Source: an optimization exercise on an open RTL-to-GDS flow (aim: small area). Production flows keep margins and buffers that such runs may drop. The RTL was checked by simulation tests, not by an equivalence proof against the original design. Power is estimated from default activity; no workload was simulated.

[flow/flow/abc_area.script]
&get -n
&st
&syn2
&dch -f
&nf -a
&put
buffer -c
topo
stime -c
upsize -c
dnsize -c
[flow/standard.sh]
#!/bin/bash
# synth_recipe.tcl (not shown) runs the flow's synth.tcl, then flattens the netlist and writes it again
# the make line also repeats each setting of config.mk as NAME=value (left out here)
make -C /OpenROAD-flow-scripts/flow DESIGN_CONFIG=/design/flow/config.mk WORK_HOME=/design/flow/orfs CLKGATE_MAP_FILE= SYNTH_SCRIPT=/design/flow/synth_recipe.tcl "${@:-finish}"
[flow/flow/map_stage.py]
#!/usr/bin/env python3
"""Replace the body of fcl_ring_stage in a design file with sky130 cells:
one inverter for the write enable and one o22ai per bit,
d = !((we | nxt) & (!we | wdn)) = we ? ~wdn : ~nxt."""
import re, sys
src, dst = sys.argv[1], sys.argv[2]
text = open(src).read()
mapped = """module fcl_ring_stage #(
    parameter int DW = 16
) (
    input  logic          we,
    input  logic [DW-1:0] wdn,
    input  logic [DW-1:0] nxt,
    output logic [DW-1:0] d
);
    wire wen;
    sky130_fd_sc_hd__inv_2 u_inv (.A(we), .Y(wen));
    for (genvar i = 0; i < DW; i++) begin : g_bit
        sky130_fd_sc_hd__o22ai_1 u_o22 (.A1(we), .A2(nxt[i]), .B1(wen), .B2(wdn[i]), .Y(d[i]));
    end
endmodule
"""
new, n = re.subn(r"module fcl_ring_stage\b.*?endmodule\s*", mapped, text, flags=re.S)
assert n == 1, "fcl_ring_stage not found"
open(dst, "w").write(new)
[flow/constraint.sdc]
create_clock -name core_clock -period 8.0 [get_ports {clk}]
set_input_delay 1.6000 -clock core_clock [delete_from_list [all_inputs] [get_ports {clk}]]
set_output_delay 1.6000 -clock core_clock [all_outputs]
set_load 0.01 [all_outputs]
[flow/design.v]
module filter_coef_loader #(
    parameter int TAPS      = 32,
    parameter int IDX_W     = 5,
    parameter int DW        = 16,
    parameter int NBANK     = 4,
    parameter int BANK_W    = 2,
    parameter int FLUSH_CYC = 38
) (
    input  logic              clk,
    input  logic              reset,
    input  logic              cfg_we,
    input  logic [BANK_W-1:0] cfg_bank,
    input  logic [IDX_W-1:0]  cfg_idx,
    input  logic [DW-1:0]     cfg_data,
    output logic              cfg_err,
    input  logic              load_req,
    input  logic [BANK_W-1:0] load_bank,
    output logic              load_ack,
    output logic              busy,
    output logic              done,
    output logic              coef_valid,
    output logic              h_write,
    output logic [IDX_W-1:0]  h_idx,
    output logic [DW-1:0]     h_data,
    input  logic [DW-1:0]     x_in_src,
    output logic [DW-1:0]     x_in_flt
);
    localparam int NW    = NBANK * TAPS;
    localparam int CNT_W = 7;
    localparam logic [CNT_W-1:0] LAST_BUSY = CNT_W'(TAPS + FLUSH_CYC);      
    localparam logic [CNT_W-1:0] DONE_CNT  = CNT_W'(TAPS + FLUSH_CYC + 1);  
    localparam logic [CNT_W-1:0] IDLE_CNT  = '1;
    logic [CNT_W-1:0]  cnt_q;
    logic [BANK_W-1:0] bank_q;
    logic              cfg_err_q;
    logic              coef_valid_q;
    logic [DW-1:0]     h_data_q;
    logic [IDX_W-1:0]  ph_q;
    logic [NW*DW-1:0]  ring_q;            
    wire  [NW*DW-1:0]  ring_d;
    logic [NW-1:0]     wrt_q;
    logic              busy_w, hw_w, accept, wr_ok, fwd0;
    logic [IDX_W-1:0]  wpos, rpos;
    logic [BANK_W-1:0] rbank;
    logic [NW-1:0]     we_w, sel_w, wrt_rot;
    logic [DW-1:0]     rdata;
    assign busy_w = (cnt_q <= LAST_BUSY);
    assign hw_w   = (cnt_q < CNT_W'(TAPS));
    assign accept = load_req && !busy_w;
    assign wr_ok  = cfg_we && !(hw_w && cfg_bank == bank_q);
    assign fwd0   = cfg_we && (cfg_bank == load_bank) && (cfg_idx == '0);
    assign wpos   = cfg_idx - ph_q - 1'b1;
    assign rpos   = busy_w ? (cnt_q[IDX_W-1:0] + 1'b1 - ph_q) : (IDX_W'(0) - ph_q);
    assign rbank  = busy_w ? bank_q : load_bank;
    always_comb begin
        for (int b = 0; b < NBANK; b++)
            for (int p = 0; p < TAPS; p++)
                wrt_rot[b * TAPS + p] = wrt_q[b * TAPS + (p + 1) % TAPS];
        for (int w = 0; w < NW; w++) begin
            we_w[w]  = wr_ok && ({cfg_bank, wpos} == 7'(w));
            sel_w[w] = ({rbank, rpos} == 7'(w)) && wrt_q[w];
        end
    end
    wire [DW-1:0] wdn [2];
    assign wdn[0] = ~cfg_data;
    assign wdn[1] = cfg_data;
    for (genvar b = 0; b < NBANK; b++) begin : g_bank
        for (genvar p = 0; p < TAPS; p++) begin : g_pos
            localparam int W = b * TAPS + p;
            localparam int N = b * TAPS + (p + 1) % TAPS;
            fcl_ring_stage #(.DW(DW)) u_stage (
                .we  (we_w[W]),
                .wdn (wdn[p % 2]),
                .nxt (ring_q[N*DW +: DW]),
                .d   (ring_d[W*DW +: DW])
            );
        end
    end
    always_ff @(posedge clk) ring_q <= ring_d;
    always_ff @(posedge clk or posedge reset) begin
        if (reset) wrt_q <= '0;
        else       wrt_q <= we_w | wrt_rot;
    end
    always_ff @(posedge clk or posedge reset) begin
        if (reset) ph_q <= '0;
        else       ph_q <= ph_q + 1'b1;
    end
    always_comb begin
        rdata = '0;
        for (int w = 0; w < NW; w++)
            rdata = rdata | ((w % 2 == 1 ? ~ring_q[w*DW +: DW] : ring_q[w*DW +: DW]) & {DW{sel_w[w]}});
    end
    always_ff @(posedge clk) begin
        h_data_q <= (accept && fwd0) ? cfg_data : rdata;
    end
    always_ff @(posedge clk or posedge reset) begin
        if (reset) begin
            cnt_q        <= IDLE_CNT;
            bank_q       <= '0;
            cfg_err_q    <= 1'b0;
            coef_valid_q <= 1'b0;
        end else begin
            cfg_err_q <= cfg_we && !wr_ok;
            if (accept) begin
                cnt_q        <= '0;
                bank_q       <= load_bank;
                coef_valid_q <= 1'b0;
            end else if (cnt_q != IDLE_CNT) begin
                cnt_q <= (cnt_q == DONE_CNT) ? IDLE_CNT : cnt_q + 1'b1;
                if (cnt_q == LAST_BUSY) coef_valid_q <= 1'b1;
            end
        end
    end
    assign cfg_err    = cfg_err_q;
    assign load_ack   = (cnt_q == '0);
    assign busy       = busy_w;
    assign done       = (cnt_q == DONE_CNT);
    assign coef_valid = coef_valid_q;
    assign h_write    = hw_w;
    assign h_idx      = cnt_q[IDX_W-1:0];
    assign h_data     = h_data_q;
    assign x_in_flt   = coef_valid_q ? x_in_src : '0;
endmodule
module fcl_ring_stage #(
    parameter int DW = 16
) (
    input  logic          we,
    input  logic [DW-1:0] wdn,
    input  logic [DW-1:0] nxt,
    output logic [DW-1:0] d
);
    wire wen;
    sky130_fd_sc_hd__inv_2 u_inv (.A(we), .Y(wen));
    for (genvar i = 0; i < DW; i++) begin : g_bit
        sky130_fd_sc_hd__o22ai_1 u_o22 (.A1(we), .A2(nxt[i]), .B1(wen), .B2(wdn[i]), .Y(d[i]));
    end
endmodule
[flow/config.mk]
export PLATFORM = sky130hd
export DESIGN_NAME = filter_coef_loader
export DESIGN_NICKNAME = filter_coef_loader
export VERILOG_FILES = /design/flow/design.v
export SDC_FILE = /design/flow/constraint.sdc
export NUM_CORES = 4
export LEC_CHECK = 0
export CAP_MARGIN = 10
export CORE_MARGIN = 2
export CORE_UTILIZATION = 65
export SLEW_MARGIN = 10
[flow/flow/run.sh]
#!/bin/bash
# Own layout flow: the standard flow, with
#  - the ring-stage submodule (fcl_ring_stage) mapped by hand to o22ai cells
#    (flow/map_stage.py) before synthesis; the registers are untouched;
#  - an area-oriented ABC mapping script for the rest of the logic;
#  - clock tree synthesis without dummy loads and with larger sink clusters.
set -euo pipefail
W=$(pwd)
python3 flow/map_stage.py design.v design.v > map_stage.log 2>&1
rm -rf scripts_area
cp -r "$FLOW_HOME/scripts" scripts_area
cp flow/abc_area.script scripts_area/abc_speed.script
SCRIPTS_DIR=$W/scripts_area bash standard.sh synth > synth.log 2>&1
export CTS_ARGS="-sink_clustering_enable -repair_clock_nets -dont_use_dummy_load -sink_clustering_size 30 -sink_clustering_max_diameter 60"
bash standard.sh > layout.log 2>&1
==> impl_results.md <==
* Outcome: stopped before the end
* Failed at: global routing (5_1_grt)
* First Err: [ERROR GRT-0116] Global routing finished with congestion. Check the congestion regions in the DRC Viewer.
* First-pass GRT wire length at 688,000 um
* Post-synth EDFFs at 0
* Grt total ovfl at 757
* Post-CTS Hold Fix Bufs at 0
* Top cells by area, synth: dfxtp_1, o22ai_1, dfrtp_1, a2bb2oi_1, nor4_1
* Netlist cell types at 69
* Postcts setup bufs at 0
* Share of the yosys chip area belonging to registers at 60.3%
* Syn_nets at 7,025
* Root Buffer: clkbuf_16
* Global Route Usage Sum at 82.4%
* Synth warn at 1
* Asr flop ratio synth at 6.52%
* Largest area contributor in the netlist: dfxtp_1
* Die Width at 342 um
* Port-buffer cells at 87
* GPL Wtd Cong at 1.38
* # placed instances at 8,651
* Hpwl dp at 311,000 um
* Cell Area, Synth at 74,500 um2
* CTS Buf Count at 141
* Initial Utilization at 65.3%
* # IOs at 88
* Clock sink count at 2,208
* Row cnt at 124
* Die Y at 342 um
* Cell count after synthesis at 6,962
* Top_reg_cell synth: dfxtp_1
* Post-DP Area at 79,000 um2
* H-tree levels at 4
* Largest net degree at the start of global routing at 116
* Synth cell count leaders: o22ai_1, dfxtp_1, a2bb2oi_1
* Synth Register Bits at 2,208
* Count leader, synth: o22ai_1
* Avg Cell Area, Syn at 10.7 um2
* Top-area cell type share of the netlist area at 55.5%
* Maximum count of clock buffers along a single path at 3
* Resize count post-CTS at 0
* Vias in the first global route at 80,800
## how the worst min path moves through the flow
stage | to | slack (ns) | cells after the start
floorplan | ring_q[1042]$_DFF_P_ | 0.41 | 1
global placement | ring_q[1326]$_DFF_P_ | 0.42 | 1
detailed placement | ring_q[1253]$_DFF_P_ | 0.43 | 1
CTS | ring_q[1556]$_DFF_P_ | 0.38 | 1
## through the flow
stage	utilization [%]	worst slack [ns]
after floorplan	-	2.55
after global placement	69.2	0.563
after detailed placement	69.3	1.36
after CTS	72.4	1.53
## metal layers
metal,overflow,track usage [%]
met2,414,94.4
met1,29,85.2
met5,4,41.7
met4,280,76.8
met3,30,71.0
## power by group through the flow
stage / registers [mW] / clock network, mW / logic [mW]
after CTS: 15.5 / 6.62 / 5.27
after floorplan: 14.2 / 0 / 3.17
after detailed placement: 15.7 / 0 / 5.23
after global placement: 15.7 / 0 / 5.09
## cells by family after synthesis
logic type                 after synthesis  share of synthesized area (%)
DFF                                   2208                           60.3
buffers and inverters                  382                           2.08
xor gates and xnor gates                21                          0.272
and+or+nand+nor                       1229                           8.60
adders and majority gates               18                          0.323
AOI/OAI and AO/OA                     3095                           28.2
muxes                                    9                          0.176
